What follows belongs to an exercise in optimizing a design on an open flow for small area and a short achievable clock period; a production flow would make more cautious choices.
Function was checked by simulation only, so behaviour that the tests miss may differ from the original.
Power figures rest on the tool's default switching activity, not on a simulated workload.

--- design/flow/flow/run.sh ---
#!/bin/bash
# Standard ORFS layout with three changes: ports are buffered with buf_2
# instead of the default delay buffer, CTS inserts no dummy loads and uses
# larger sink clusters (20 sinks, 150 um), and before global placement the
# read-path gates are resized by their role (flow/size_roles.tcl).
set -euo pipefail
export BUFFER_PORTS_ARGS="-buffer_cell sky130_fd_sc_hd__buf_2"
export CTS_ARGS="-sink_clustering_enable -repair_clock_nets -dont_use_dummy_load -sink_clustering_size 20 -sink_clustering_max_diameter 150"
export PRE_GLOBAL_PLACE_TCL="$PWD/flow/size_roles.tcl"
bash standard.sh > standard.log 2>&1
--- design/flow/flow/size_roles.tcl ---
# Resize read-path gates by their role, before global placement. Upsize the
# drivers of nets whose loads synthesis cannot see: the read-index
# predecoders (long, many loads) and the second-level NOR
# of each read multiplexer (long wire to its output). Downsize the merge
# gates that synthesis upsized but that drive one short local net.
proc rf_upsize_role {pattern size {down 0}} {
  set db [ord::get_db]
  set block [ord::get_db_block]
  set count 0
  foreach net [$block getNets] {
    set name [string map {"\\" ""} [$net getName]]
    if {![regexp $pattern $name]} { continue }
    foreach it [$net getITerms] {
      if {![$it isOutputSignal]} { continue }
      set inst [$it getInst]
      set old [[$inst getMaster] getName]
      if {![regexp {^(.*_)([0-9]+)$} $old -> base drive]} { continue }
      if {$drive == $size || ($drive > $size && !$down)} { continue }
      set m [$db findMaster "${base}${size}"]
      if {$m eq "NULL" || $m eq ""} { continue }
      $inst swapMaster $m
      incr count
    }
  }
  puts "rf_upsize_role $pattern -> $size: $count cells"
}
# Upsize the cells of master type mpat that are loads of nets matching pattern.
proc rf_upsize_loads {pattern mpat size} {
  set db [ord::get_db]
  set block [ord::get_db_block]
  set count 0
  foreach net [$block getNets] {
    set name [string map {"\\" ""} [$net getName]]
    if {![regexp $pattern $name]} { continue }
    foreach it [$net getITerms] {
      if {[$it isOutputSignal]} { continue }
      set inst [$it getInst]
      set old [[$inst getMaster] getName]
      if {![regexp $mpat $old]} { continue }
      if {![regexp {^(.*_)([0-9]+)$} $old -> base drive]} { continue }
      if {$drive >= $size} { continue }
      set m [$db findMaster "${base}${size}"]
      if {$m eq "NULL" || $m eq ""} { continue }
      $inst swapMaster $m
      incr count
    }
  }
  puts "rf_upsize_loads $pattern $mpat -> $size: $count cells"
}

rf_upsize_role {u_dec\.an\[}                    2
rf_upsize_role {u_dec\.g_lo\[[0-9]+\]\.u_n\.y$} 4
rf_upsize_role {u_dec\.g_hi\[[0-9]+\]\.u_n\.y$} 4
rf_upsize_role {u_mux\.u_x\.y$}                 2
rf_upsize_role {u_mux\.h\[[01]\]$}             1 1
rf_upsize_role {u_mux\.u_z\.y$}                 1 1
--- design/flow/standard.sh ---
#!/bin/bash
# synth_recipe.tcl (not shown) runs the flow's synth.tcl, then flattens the netlist and writes it again
# the make line also repeats each setting of config.mk as NAME=value (left out here)
make -C /OpenROAD-flow-scripts/flow DESIGN_CONFIG=/design/flow/config.mk WORK_HOME=/design/flow/orfs CLKGATE_MAP_FILE= SYNTH_SCRIPT=/design/flow/synth_recipe.tcl "${@:-finish}"
--- design/flow/config.mk ---
export PLATFORM = sky130hd
export DESIGN_NAME = regfile_mp_top
export DESIGN_NICKNAME = regfile_mp_top
export VERILOG_FILES = /design/flow/design.v
export SDC_FILE = /design/flow/constraint.sdc
export NUM_CORES = 4
export LEC_CHECK = 0
export CAP_MARGIN = 20
export CELL_PAD_IN_SITES_DETAIL_PLACEMENT = 1
export CELL_PAD_IN_SITES_GLOBAL_PLACEMENT = 1
export CORE_MARGIN = 2
export CORE_UTILIZATION = 35
export PLACE_DENSITY = 0.5
export SETUP_SLACK_MARGIN = 2.5
export SLEW_MARGIN = 20
export SYNTH_HIERARCHICAL = 1
--- design/flow/constraint.sdc ---
create_clock -name core_clock -period 9.0 [get_ports {clk}]
set_input_delay 1.8000 -clock core_clock [delete_from_list [all_inputs] [get_ports {clk}]]
set_output_delay 1.8000 -clock core_clock [all_outputs]
set_load 0.01 [all_outputs]
--- design/flow/design.v ---
module regfile_mp #(
   parameter int unsigned XLEN     = 32,
   parameter int unsigned NREGS    = 32,
   parameter int unsigned NREAD    = 2,
   parameter int unsigned BYPASS   = 1,
   parameter int unsigned ZERO_REG = 1
) (
   input  logic                           clk,
   input  logic                           rst,
   input  logic                           we,
   input  logic [$clog2(NREGS)-1:0]       wrAddr,
   input  logic [XLEN-1:0]                wrData,
   input  logic [NREAD*$clog2(NREGS)-1:0] rdAddr,
   output logic [NREAD*XLEN-1:0]          rdData,
   output logic [NREAD-1:0]               rdBusy,
   input  logic                           setBusy,
   input  logic [$clog2(NREGS)-1:0]       setAddr,
   output logic [$clog2(NREGS):0]         busyCount
);
   localparam int unsigned AW = $clog2(NREGS);
   localparam int unsigned CW = AW + 1;
   logic [XLEN-1:0]  regs_q [NREGS];
   logic [NREGS-1:0] busy_q;
   logic [CW-1:0]    busy_count_q;
   logic [NREGS-1:0] wsel;
   rf_wdec u_wdec (.a(wrAddr), .en(we), .sel(wsel));
   logic [NREGS-1:0] ssel;
   rf_wdec u_sdec (.a(setAddr), .en(setBusy), .sel(ssel));
   logic [NREGS-1:0] wen, wen_n;
   logic [XLEN-1:0]  wdat;
   assign wen   = wsel | {NREGS{!rst}};
   assign wen_n = ~wen;
   assign wdat  = rst ? wrData : '0;
   assign regs_q[0] = '0;
   for (genvar j = 1; j < NREGS; j++) begin : g_regs
      logic [XLEN-1:0] d;
      for (genvar k = 0; k < XLEN; k++) begin : g_bit
         rf_ao22 u_ld (.a0(regs_q[j][k]), .b0(wen_n[j]), .a1(wdat[k]), .b1(wen[j]), .y(d[k]));
      end
      always_ff @(posedge clk) begin
         regs_q[j] <= d;
      end
   end
   assign busy_q[0] = 1'b0;
   for (genvar j = 1; j < NREGS; j++) begin : g_busy
      always_ff @(posedge clk) begin
         if (!rst)         busy_q[j] <= 1'b0;
         else if (ssel[j]) busy_q[j] <= 1'b1;
         else if (wsel[j]) busy_q[j] <= 1'b0;
      end
   end
   logic inc, dec;
   assign inc = (|ssel) && !(|(ssel & busy_q));
   assign dec = |(wsel & busy_q & ~ssel);
   always_ff @(posedge clk) begin
      if (!rst)             busy_count_q <= '0;
      else if (inc && !dec) busy_count_q <= busy_count_q + CW'(1);
      else if (dec && !inc) busy_count_q <= busy_count_q - CW'(1);
   end
   for (genvar i = 0; i < NREAD; i++) begin : g_rd
      logic [4*NREGS-1:0] hit;    
      logic               blk;    
      logic               bsel;   
      rf_rddec u_dec (.a(rdAddr[i*AW +: AW]), .hit(hit));
      rf_bypsel u_byp (.a(rdAddr[i*AW +: AW]), .we(we), .wa(wrAddr), .blk(blk), .bsel(bsel));
      for (genvar k = 0; k < XLEN; k++) begin : g_bit
         logic [NREGS-1:0] col;
         assign col[0] = 1'b0;
         for (genvar j = 1; j < NREGS; j++) begin : g_col
            assign col[j] = regs_q[j][k];
         end
         rf_rdmux u_mux (.sel(hit[(k / (XLEN/4))*NREGS +: NREGS]), .din(col),
                         .blk(blk), .bsel(bsel), .wd(wrData[k]),
                         .dout(rdData[i*XLEN + k]));
      end
      rf_rdmux u_bmux (.sel(hit[3*NREGS +: NREGS]), .din(busy_q), .blk(blk), .bsel(1'b0),
                       .wd(1'b0), .dout(rdBusy[i]));
   end
   assign busyCount = busy_count_q;
endmodule
module rf_wdec (
   input  logic [4:0]  a,
   input  logic        en,
   output logic [31:0] sel
);
   logic [4:0] an;
   logic [3:0] lo_n;
   logic [7:0] hi_n;
   for (genvar b = 0; b < 5; b++) begin : g_inv
      rf_inv u_i (.a(a[b]), .y(an[b]));
   end
   for (genvar m = 0; m < 4; m++) begin : g_lo
      rf_nand2 u_n (.a({m[1] ? a[1] : an[1], m[0] ? a[0] : an[0]}), .y(lo_n[m]));
   end
   for (genvar m = 0; m < 8; m++) begin : g_hi
      rf_nand4 u_n (.a({en, m[2] ? a[4] : an[4], m[1] ? a[3] : an[3], m[0] ? a[2] : an[2]}),
                    .y(hi_n[m]));
   end
   assign sel[0] = 1'b0;
   for (genvar j = 1; j < 32; j++) begin : g_sel
      rf_nor2 u_n (.a({lo_n[j % 4], hi_n[j / 4]}), .y(sel[j]));
   end
endmodule
module rf_rddec (
   input  logic [4:0]   a,
   output logic [127:0] hit
);
   logic [4:0] an;
   logic [3:0] lo_n;
   logic [7:0] hi_n;
   for (genvar b = 0; b < 5; b++) begin : g_inv
      rf_inv u_i (.a(a[b]), .y(an[b]));
   end
   for (genvar m = 0; m < 4; m++) begin : g_lo
      rf_nand2 u_n (.a({m[1] ? a[1] : an[1], m[0] ? a[0] : an[0]}), .y(lo_n[m]));
   end
   for (genvar m = 0; m < 8; m++) begin : g_hi
      rf_nand3 u_n (.a({m[2] ? a[4] : an[4], m[1] ? a[3] : an[3], m[0] ? a[2] : an[2]}),
                    .y(hi_n[m]));
   end
   for (genvar q = 0; q < 4; q++) begin : g_copy
      assign hit[32*q] = 1'b0;
      for (genvar j = 1; j < 32; j++) begin : g_hit
         rf_nor2 u_n (.a({lo_n[j % 4], hi_n[j / 4]}), .y(hit[32*q + j]));
      end
   end
endmodule
module rf_bypsel (
   input  logic [4:0] a,
   input  logic       we,
   input  logic [4:0] wa,
   output logic       blk,
   output logic       bsel
);
   assign blk  = we && (a == wa);
   assign bsel = blk && (a != '0);
endmodule
module rf_rdmux (
   input  logic [31:0] sel,
   input  logic [31:0] din,
   input  logic        blk,
   input  logic        bsel,
   input  logic        wd,
   output logic        dout
);
   logic [10:0] g;
   for (genvar m = 0; m < 10; m++) begin : g_aoi
      rf_aoi222 u_aoi (.a0(sel[3*m+1]), .b0(din[3*m+1]),
                       .a1(sel[3*m+2]), .b1(din[3*m+2]),
                       .a2(sel[3*m+3]), .b2(din[3*m+3]), .y(g[m]));
   end
   rf_nand2 u_n31 (.a({sel[31], din[31]}), .y(g[10]));
   logic [2:0] h;
   rf_aoi41 u_h0 (.a(g[3:0]), .b(blk), .y(h[0]));
   rf_aoi41 u_h1 (.a(g[7:4]), .b(blk), .y(h[1]));
   rf_aoi31 u_h2 (.a(g[10:8]), .b(blk), .y(h[2]));
   logic x, z;
   rf_nor2  u_x (.a(h[1:0]), .y(x));
   rf_aoi21 u_z (.a0(bsel), .a1(wd), .b(h[2]), .y(z));
   rf_nand2 u_o (.a({x, z}), .y(dout));
endmodule
module rf_aoi222 (
   input  logic a0, b0, a1, b1, a2, b2,
   output logic y
);
   assign y = !((a0 && b0) || (a1 && b1) || (a2 && b2));
endmodule
module rf_ao22 (
   input  logic a0, b0, a1, b1,
   output logic y
);
   assign y = (a0 && b0) || (a1 && b1);
endmodule
module rf_inv (
   input  logic a,
   output logic y
);
   assign y = !a;
endmodule
module rf_nand2 (
   input  logic [1:0] a,
   output logic       y
);
   assign y = !(&a);
endmodule
module rf_nand3 (
   input  logic [2:0] a,
   output logic       y
);
   assign y = !(&a);
endmodule
module rf_nand4 (
   input  logic [3:0] a,
   output logic       y
);
   assign y = !(&a);
endmodule
module rf_nor2 (
   input  logic [1:0] a,
   output logic       y
);
   assign y = !(|a);
endmodule
module rf_aoi41 (
   input  logic [3:0] a,
   input  logic       b,
   output logic       y
);
   assign y = !((&a) || b);
endmodule
module rf_aoi31 (
   input  logic [2:0] a,
   input  logic       b,
   output logic       y
);
   assign y = !((&a) || b);
endmodule
module rf_aoi21 (
   input  logic a0, a1, b,
   output logic y
);
   assign y = !((a0 && a1) || b);
endmodule
module regfile_mp_top (
   input  logic         clk,
   input  logic         rst,
   input  logic         we,
   input  logic [4:0]   wrAddr,
   input  logic [31:0]  wrData,
   input  logic [19:0]  rdAddr,
   output logic [127:0] rdData,
   output logic [3:0]   rdBusy,
   input  logic         setBusy,
   input  logic [4:0]   setAddr,
   output logic [5:0]   busyCount
);
   regfile_mp #(.XLEN(32), .NREGS(32), .NREAD(4), .BYPASS(1), .ZERO_REG(1)) u_rf (
      .clk      (clk),
      .rst      (rst),
      .we       (we),
      .wrAddr   (wrAddr),
      .wrData   (wrData),
      .rdAddr   (rdAddr),
      .rdData   (rdData),
      .rdBusy   (rdBusy),
      .setBusy  (setBusy),
      .setAddr  (setAddr),
      .busyCount(busyCount)
   );
endmodule
==> results.json, run 1 <==
{
  "setup-violations-final": 0,
  "crit_cells": 9,
  "crit_path_end_kind": "primary output",
  "share_seq_of_total_power": 0.530,
  "worst_hold_slack_across_all_endpoints_ns": 0.470,
  "cellLeakagePower_nw": 19.8,
  "cells_traversed_along_the_worst_timing_path": "clkbuf_4, inv_2, nand2_4, nor2_1, a222oi_1, a41oi_1, nor2_2, nand2_1, buf_2",
  "fillCellCount": 17400,
  "drc": 0,
  "cell_internal_pwr_w": 0.00672,
  "cts.path.max_buffers": 3,
  "drv_slew": 0,
  "cpPeakStageDelay_ns": 0.78,
  "insertion_delay_ns": 0.70,
  "floorplan.initialDensity": 0.352,
  "final_period_minus_worst_setup_slack_ns": 6.75,
  "dieArea_um2": 160000,
  "fin_skew_ns": 0.0293,
  "ctsHoldBuffers": 0,
  "fin_nets": 5735,
  "power.share.combinational": 0.201,
  "final.setup.tns_ns": 0,
  "die_h_um": 400,
  "grt_pass1_wl_um": 507000,
  "detailed_place_hpwl_um": 255000,
  "place.port_buffers": 203,
  "seq_area_um2": 20600,
  "wirelength_um": 385000,
  "finalHoldViolations": 0,
  "timing.rr.start": "u_rf.busy_q[2]",
  "start_kind": "input port",
  "grt_use_total": 0.447,
  "vias": 66200,
  "htreeDepth": 2,
  "power_density_nw_per_um2": 173,
  "placeableCoreArea_um2": 156000,
  "p_sw_frac": 0.358,
  "cp.arrival_ns": 4.95,
  "first_pass_iters": 15,
  "initial_antenna_violation_count": 25,
  "final.period_utilization": 0.750,
  "max_cap_viol_count": 0,
  "worst_r2r_path_depth": 11,
  "setup_repair_after_global_routing_missed_its_margin": "yes",
  "final_layout_size_suffix_gt1_frac": 0.132,
  "synth_cells": 5251,
  "gpl.final_weighted_congestion": 1.06,
  "drt_first_iter_violations": 18300,
  "cpMaxStageDelayCell": "sky130_fd_sc_hd__nor2_1",
  "fp.dieW_um": 400,
  "antenna_violating_nets_post_route": 0,
  "r2r-end": "u_rf.busy_count_q[4]",
  "min-delay-path-class": "flip-flop to flip-flop",
  "timing_worst_setup_path_type": "input port to primary output",
  "number_of_buffer_and_inverter_instances_along_the_worst_setup_path": 3,
  "synth_area_per_inst_um2": 10.5,
  "wire_per_inst_um": 49.8,
  "worst_path_max_fanout": 16,
  "synth.cell_area_um2": 54900,
  "netSwitchingPower_w": 0.00375,
  "placement_rows": 145,
  "clock_root_buffer": "sky130_fd_sc_hd__clkbuf_16",
  "multiInputGateArea_um2": 33100,
  "tritoncts_num_sinks": 1029,
  "synth_warnings": 9,
  "timing_worst_slew_pin_value_ns": 1.30,
  "crit_required_ns": 7.20,
  "run_status": "no timing/DRC/antenna violations",
  "largest_net_degree_at_the_start_of_global_routing": 96,
  "via_per_inst": 8.56,
  "clkPwrFrac": 0.270,
  "fmax_mhz": 148,
  "vdd_ir_drop_max_mv": 0.177,
  "area_growth_syn_to_layout_pct": 9.96,
  "gr-total-overflow": 0,
  "setup.reg_to_reg.worst_slack_ns": 5.67,
  "floorplan.io_pins": 204,
  "cpLargestDelayFamily": "simple AND/OR/NAND/NOR gates",
  "startpoint": "rdAddr[16]",
  "cts_tree": "yes",
  "crit_path_end": "rdData[97]",
  "max_slew_margin": 0.132,
  "grt_pass1_vias": 60000,
  "numCtsBuffers": 57,
  "clock_input_transition_at_the_sequential_cells_of_the_worst_setup_and_hold_paths_ns": 0.06
}
worst register-to-register path, stage by stage (launching register included):
cell and delay (ns):
sky130_fd_sc_hd__dfxtp_1 0.45, sky130_fd_sc_hd__nand3b_1 0.21, sky130_fd_sc_hd__nand4_1 0.10, sky130_fd_sc_hd__or4_1 0.58, sky130_fd_sc_hd__nor4_2 0.22, sky130_fd_sc_hd__ha_1 0.32, sky130_fd_sc_hd__inv_1 0.16, sky130_fd_sc_hd__fa_1 0.44
sky130_fd_sc_hd__a21o_1 0.19, sky130_fd_sc_hd__a21oi_1 0.18, sky130_fd_sc_hd__xnor2_1 0.10, sky130_fd_sc_hd__a31o_2 0.24
stage by stage:
| step | util | area (um2) | setup WS [ns] | total power (W) | instances |
|---|---|---|---|---|---|
| global route | 0.387 | 60400 | 2.40 | 0.0107 | 7719 |
| finish | 0.387 | 60400 | 2.25 | 0.0105 | 7737 |
| detailed placement | 0.371 | 58000 | 2.30 | 0.00753 | 7614 |
| CTS | 0.382 | 59500 | 2.46 | 0.0103 | 7675 |
| global placement | 0.371 | 57900 | 2.29 | 0.00750 | 7613 |
| floorplan | - | 55000 | 2.88 | 0.00642 | 5258 |
registers in the layout, indices dropped and copies added (netlist names):
register,count
u_rf.regs_q,992
u_rf.busy_q,31
u_rf.busy_count_q,6
layer usage:
metal | global-route usage | vias up | part of all wire
met2 | 0.640 | 6160 | 0.40
met4 | 0.237 | 26 | 0.066
met1 | 0.582 | 33300 | 0.39
li1 | - | 25400 | -
met3 | 0.162 | 1262 | 0.15
met5 | 0.00545 | - | 0.00064
timing repair:
item	in CTS	in global routing
buffers inserted	3	33
resized for setup	21	72
cloned	1	9
setup endpoints to repair	35	63
pin swaps	2	20
how the worst min path moves through the flow:
stage | start | to | depth (start not counted)
2_1_floorplan | u_rf.busy_count_q[5] | u_rf.busy_count_q[5] | 2
3_3_place_gp | u_rf.busy_count_q[5] | u_rf.busy_count_q[5] | 2
3_5_place_dp | u_rf.busy_count_q[5] | u_rf.busy_count_q[5] | 2
4_1_cts | u_rf.busy_count_q[5] | u_rf.busy_count_q[5] | 2
5_1_grt | u_rf.busy_count_q[5] | u_rf.busy_count_q[5] | 2
6_report | u_rf.busy_count_q[5] | u_rf.busy_count_q[5] | 2
power by group through the flow:
| stage | sequential [W] | clock (W) | combinational [W] |
|---|---|---|---|
| final | 0.00554 | 0.00282 | 0.00210 |
| after global routing | 0.00558 | 0.00298 | 0.00212 |
| after CTS | 0.00550 | 0.00284 | 0.00194 |
| after detailed placement | 0.00560 | 0 | 0.00193 |
| after global placement | 0.00559 | 0 | 0.00190 |
| after floorplan | 0.00539 | 0 | 0.00103 |
placed cells by master, fill, tap and decap left out, types with 129 or more instances in the layout:
master	instances
sky130_fd_sc_hd__a21oi_1	129
sky130_fd_sc_hd__nor2_2	176
sky130_fd_sc_hd__a31oi_1	134
sky130_fd_sc_hd__nor2_1	516
sky130_fd_sc_hd__a222oi_1	1321
sky130_fd_sc_hd__a41oi_1	246
sky130_fd_sc_hd__nand2_1	279
sky130_fd_sc_hd__buf_2	199
sky130_fd_sc_hd__a22o_1	995
sky130_fd_sc_hd__dfxtp_1	1029
layout make-up:
class,count,area share
antenna,18,0.000746
multi-input combinational,4162,0.549
sequential,1029,0.341
clock buffer,57,0.0236
tap,2058,0.0426
inverter,64,0.00404
timing repair buffer,349,0.0393
==> run 2, diff against run 1 <==
--- a/design/flow/flow/size_roles.tcl
+++ b/design/flow/flow/size_roles.tcl
@@ -1,6 +1,6 @@
 # Resize read-path gates by their role, before global placement. Upsize the
 # drivers of nets whose loads synthesis cannot see: the read-index
-# predecoders (long, many loads) and the second-level NOR
+# predecoders and select lines (long, many loads) and the second-level NOR
 # of each read multiplexer (long wire to its output). Downsize the merge
 # gates that synthesis upsized but that drive one short local net.
 proc rf_upsize_role {pattern size {down 0}} {
@@ -48,9 +48,10 @@
   puts "rf_upsize_loads $pattern $mpat -> $size: $count cells"
 }
 
-rf_upsize_role {u_dec\.an\[}                    2
+rf_upsize_role {u_dec\.an\[}                    4
 rf_upsize_role {u_dec\.g_lo\[[0-9]+\]\.u_n\.y$} 4
 rf_upsize_role {u_dec\.g_hi\[[0-9]+\]\.u_n\.y$} 4
+rf_upsize_loads {u_dec\.g_lo\[[0-9]+\]\.u_n\.y$} {__nor2_} 2
 rf_upsize_role {u_mux\.u_x\.y$}                 2
 rf_upsize_role {u_mux\.h\[[01]\]$}             1 1
 rf_upsize_role {u_mux\.u_z\.y$}                 1 1
--- a/design/flow/config.mk
+++ b/design/flow/config.mk
@@ -11,6 +11,6 @@
 export CORE_MARGIN = 2
 export CORE_UTILIZATION = 35
 export PLACE_DENSITY = 0.5
-export SETUP_SLACK_MARGIN = 2.5
+export SETUP_SLACK_MARGIN = 3.0
 export SLEW_MARGIN = 20
 export SYNTH_HIERARCHICAL = 1
==> run 2 against run 1 <==
Net effect:
- worst hold slack improved by 0.0061 ns
- cell area rose by 7.0%
- via count rose by 0.97%
- area after synthesis did not move
- global-route usage rose by 1.0 points
- utilization rose by 2.7 points
- clock-buffer cell count rose by 1
- critical path depth rose by 1
- sequential power barely moved
- die area did not move
==> results.json, run 2 <==
{
  "dieArea_um2": 160000,
  "final.setup.tns_ns": 0,
  "power_density_nw_per_um2": 165,
  "final.period_utilization": 0.687,
  "floorplan.io_pins": 204,
  "final_layout_size_suffix_gt1_frac": 0.240,
  "vdd_ir_drop_max_mv": 0.158,
  "place.port_buffers": 203,
  "min_path_cells": 2,
  "tritoncts_num_sinks": 1029,
  "worst_path_max_fanout": 10,
  "gpl.final_weighted_congestion": 1.04,
  "fin_skew_ns": 0.0352,
  "fmax_mhz": 162,
  "min-delay-path-class": "flip-flop to flip-flop",
  "setup_repair_after_global_routing_missed_its_margin": "yes",
  "drt_first_iter_violations": 19200,
  "timing_worst_setup_path_type": "input port to primary output",
  "run_status": "no timing/DRC/antenna violations",
  "floorplan.initialDensity": 0.352,
  "first_pass_iters": 17,
  "largest_net_degree_at_the_start_of_global_routing": 76,
  "placement_rows": 145,
  "synth_cells": 5251,
  "regMostFlops": "u_rf.regs_q",
  "synth_area_per_inst_um2": 10.5,
  "placeableCoreArea_um2": 156000,
  "clock_root_buffer": "sky130_fd_sc_hd__clkbuf_16",
  "cts_tree": "yes",
  "synth_warnings": 9,
  "grt_use_total": 0.458,
  "layout.cells.most_common": "sky130_fd_sc_hd__a222oi_1",
  "worst_hold_slack_across_all_endpoints_ns": 0.476,
  "layout.cells.most_common_list": "1321 x sky130_fd_sc_hd__a222oi_1, 1029 x sky130_fd_sc_hd__dfxtp_1, 995 x sky130_fd_sc_hd__a22o_1",
  "crit_required_ns": 7.20,
  "biggest_registers_after_layout": "u_rf.regs_q (992), u_rf.busy_q (31), u_rf.busy_count_q (6)",
  "worst_r2r_path_depth": 11,
  "finalHoldViolations": 0,
  "detailed_place_hpwl_um": 258000,
  "fp.dieW_um": 400,
  "grt_pass1_wl_um": 518000,
  "clock_input_transition_at_the_sequential_cells_of_the_worst_setup_and_hold_paths_ns": 0.09,
  "grt_pass1_vias": 61100,
  "max_slew_margin": 0.182,
  "gr-total-overflow": 0,
  "vias": 66900,
  "antenna_violating_nets_post_route": 0,
  "final_period_minus_worst_setup_slack_ns": 6.18,
  "drv_slew": 0,
  "insertion_delay_ns": 0.73,
  "wirelength_um": 389000,
  "drc": 0,
  "cellLeakagePower_nw": 21.0,
  "area_growth_syn_to_layout_pct": 17.7,
  "crit_path_end_kind": "primary output",
  "largest_reg_flops": 992,
  "synth.cell_area_um2": 54900,
  "via_per_inst": 8.50,
  "setup-violations-final": 0,
  "wire_per_inst_um": 49.4,
  "cts.path.max_buffers": 3,
  "initial_antenna_violation_count": 16,
  "cp.arrival_ns": 4.38,
  "numCtsBuffers": 58,
  "htreeDepth": 2,
  "timing_worst_slew_pin_value_ns": 1.23,
  "max_cap_viol_count": 0,
  "start_kind": "input port",
  "die_h_um": 400,
  "fin_nets": 5874
}
==> run 2: where the power goes <==
group	leakage, nW	internal [W]	switching (W)
logic	11.7	0.000756	0.00151
registers	8.55	0.00494	0.000611
clock network	0.715	0.00114	0.00171
==> run 2: path summary, 6_finish.rpt <==
check | slack [ns] | end | startpoint
setup / recovery | 2.82 | rdData[98] | rdAddr[15]
hold / removal | 0.48 | u_rf.busy_count_q[5] | u_rf.busy_count_q[5]
setup reg to reg | 5.45 | u_rf.busy_count_q[5] | u_rf.busy_q[7]
hold reg to reg | 0.48 | u_rf.busy_count_q[5] | u_rf.busy_count_q[5]
==> run 2: cell type report <==
class / instances / area, um2
multi-input combinational: 4162 / 35300
tap: 2058 / 2570
antenna: 4 / 10.0
sequential: 1029 / 20600
fill: 17100 / 91400
timing repair buffer: 487 / 4410
clock buffer: 58 / 1450
inverter: 64 / 299
==> run 2: per-layer routing <==
metal / vias up / track usage / share of wire
met5: - / 0.00242 / 0.00036
met4: 12 / 0.266 / 0.072
met3: 1292 / 0.174 / 0.15
met2: 6243 / 0.640 / 0.40
met1: 33600 / 0.595 / 0.38
li1: 25700 / - / -
==> run 2: metrics by stage <==
step	total power (W)	util	worst slack (ns)	instances	area [um2]
floorplan	0.00642	-	2.89	5258	55100
global placement	0.00755	0.381	2.36	7631	59400
detailed placement	0.00758	0.381	2.37	7631	59400
CTS	0.0105	0.410	3.00	7830	64000
global route	0.0109	0.414	2.85	7858	64600
finish	0.0107	0.414	2.82	7862	64700
==> run 2: worst max-delay path: stages <==
cell and delay, ns:
sky130_fd_sc_hd__buf_8 0.18, sky130_fd_sc_hd__inv_4 0.12, sky130_fd_sc_hd__nand2_8 0.23, sky130_fd_sc_hd__buf_8 0.26, sky130_fd_sc_hd__nor2_4 0.11, sky130_fd_sc_hd__a222oi_1 0.66, sky130_fd_sc_hd__a41oi_1 0.44, sky130_fd_sc_hd__nor2_2 0.28
sky130_fd_sc_hd__nand2_1 0.10, sky130_fd_sc_hd__buf_2 0.15
==> run 2: what timing repair did <==
action	CTS	global route
hold buffers	0	0
setup endpoints to repair	132	109
setup buffers	130	27
hold endpoints to repair	0	0
pin swaps	68	51
gates cloned	11	0
gates resized for setup	204	84

[port drivers added, routing unchanged]
How much do the figures lean on ideal ports? The routed layouts below were timed once more, with nothing changed but the port constraints. Step 1 (the two cells are an assumption about what drives the block):
set clk [get_ports {clk}]
set_driving_cell -lib_cell sky130_fd_sc_hd__clkbuf_16 $clk
set_driving_cell -lib_cell sky130_fd_sc_hd__buf_2 [delete_from_list [all_inputs] $clk]
Step 2, shift: input delay + t, output delay - t, t = (earliest + latest rising clock arrival at the registers) / 2. This alone moves slack from input paths to output paths. a / b / c = ideal ports / drivers / drivers and shift; a / b = the first two.
run	t, ns	slack for setup (ns)	worst hold slack (ns)	worst data-port slew with drivers (ns)
run 1	0.822	2.252 / 2.105 / 2.105	0.470 / 0.470 / 0.470	0.21
run 2	0.828	2.818 / 2.699 / 2.699	0.476 / 0.476 / 0.476	0.26
After both steps every run listed still meets setup and hold. The setup slack of run 1, which loses most, moves by -0.147 ns with the drivers and by -0.147 ns with both steps.
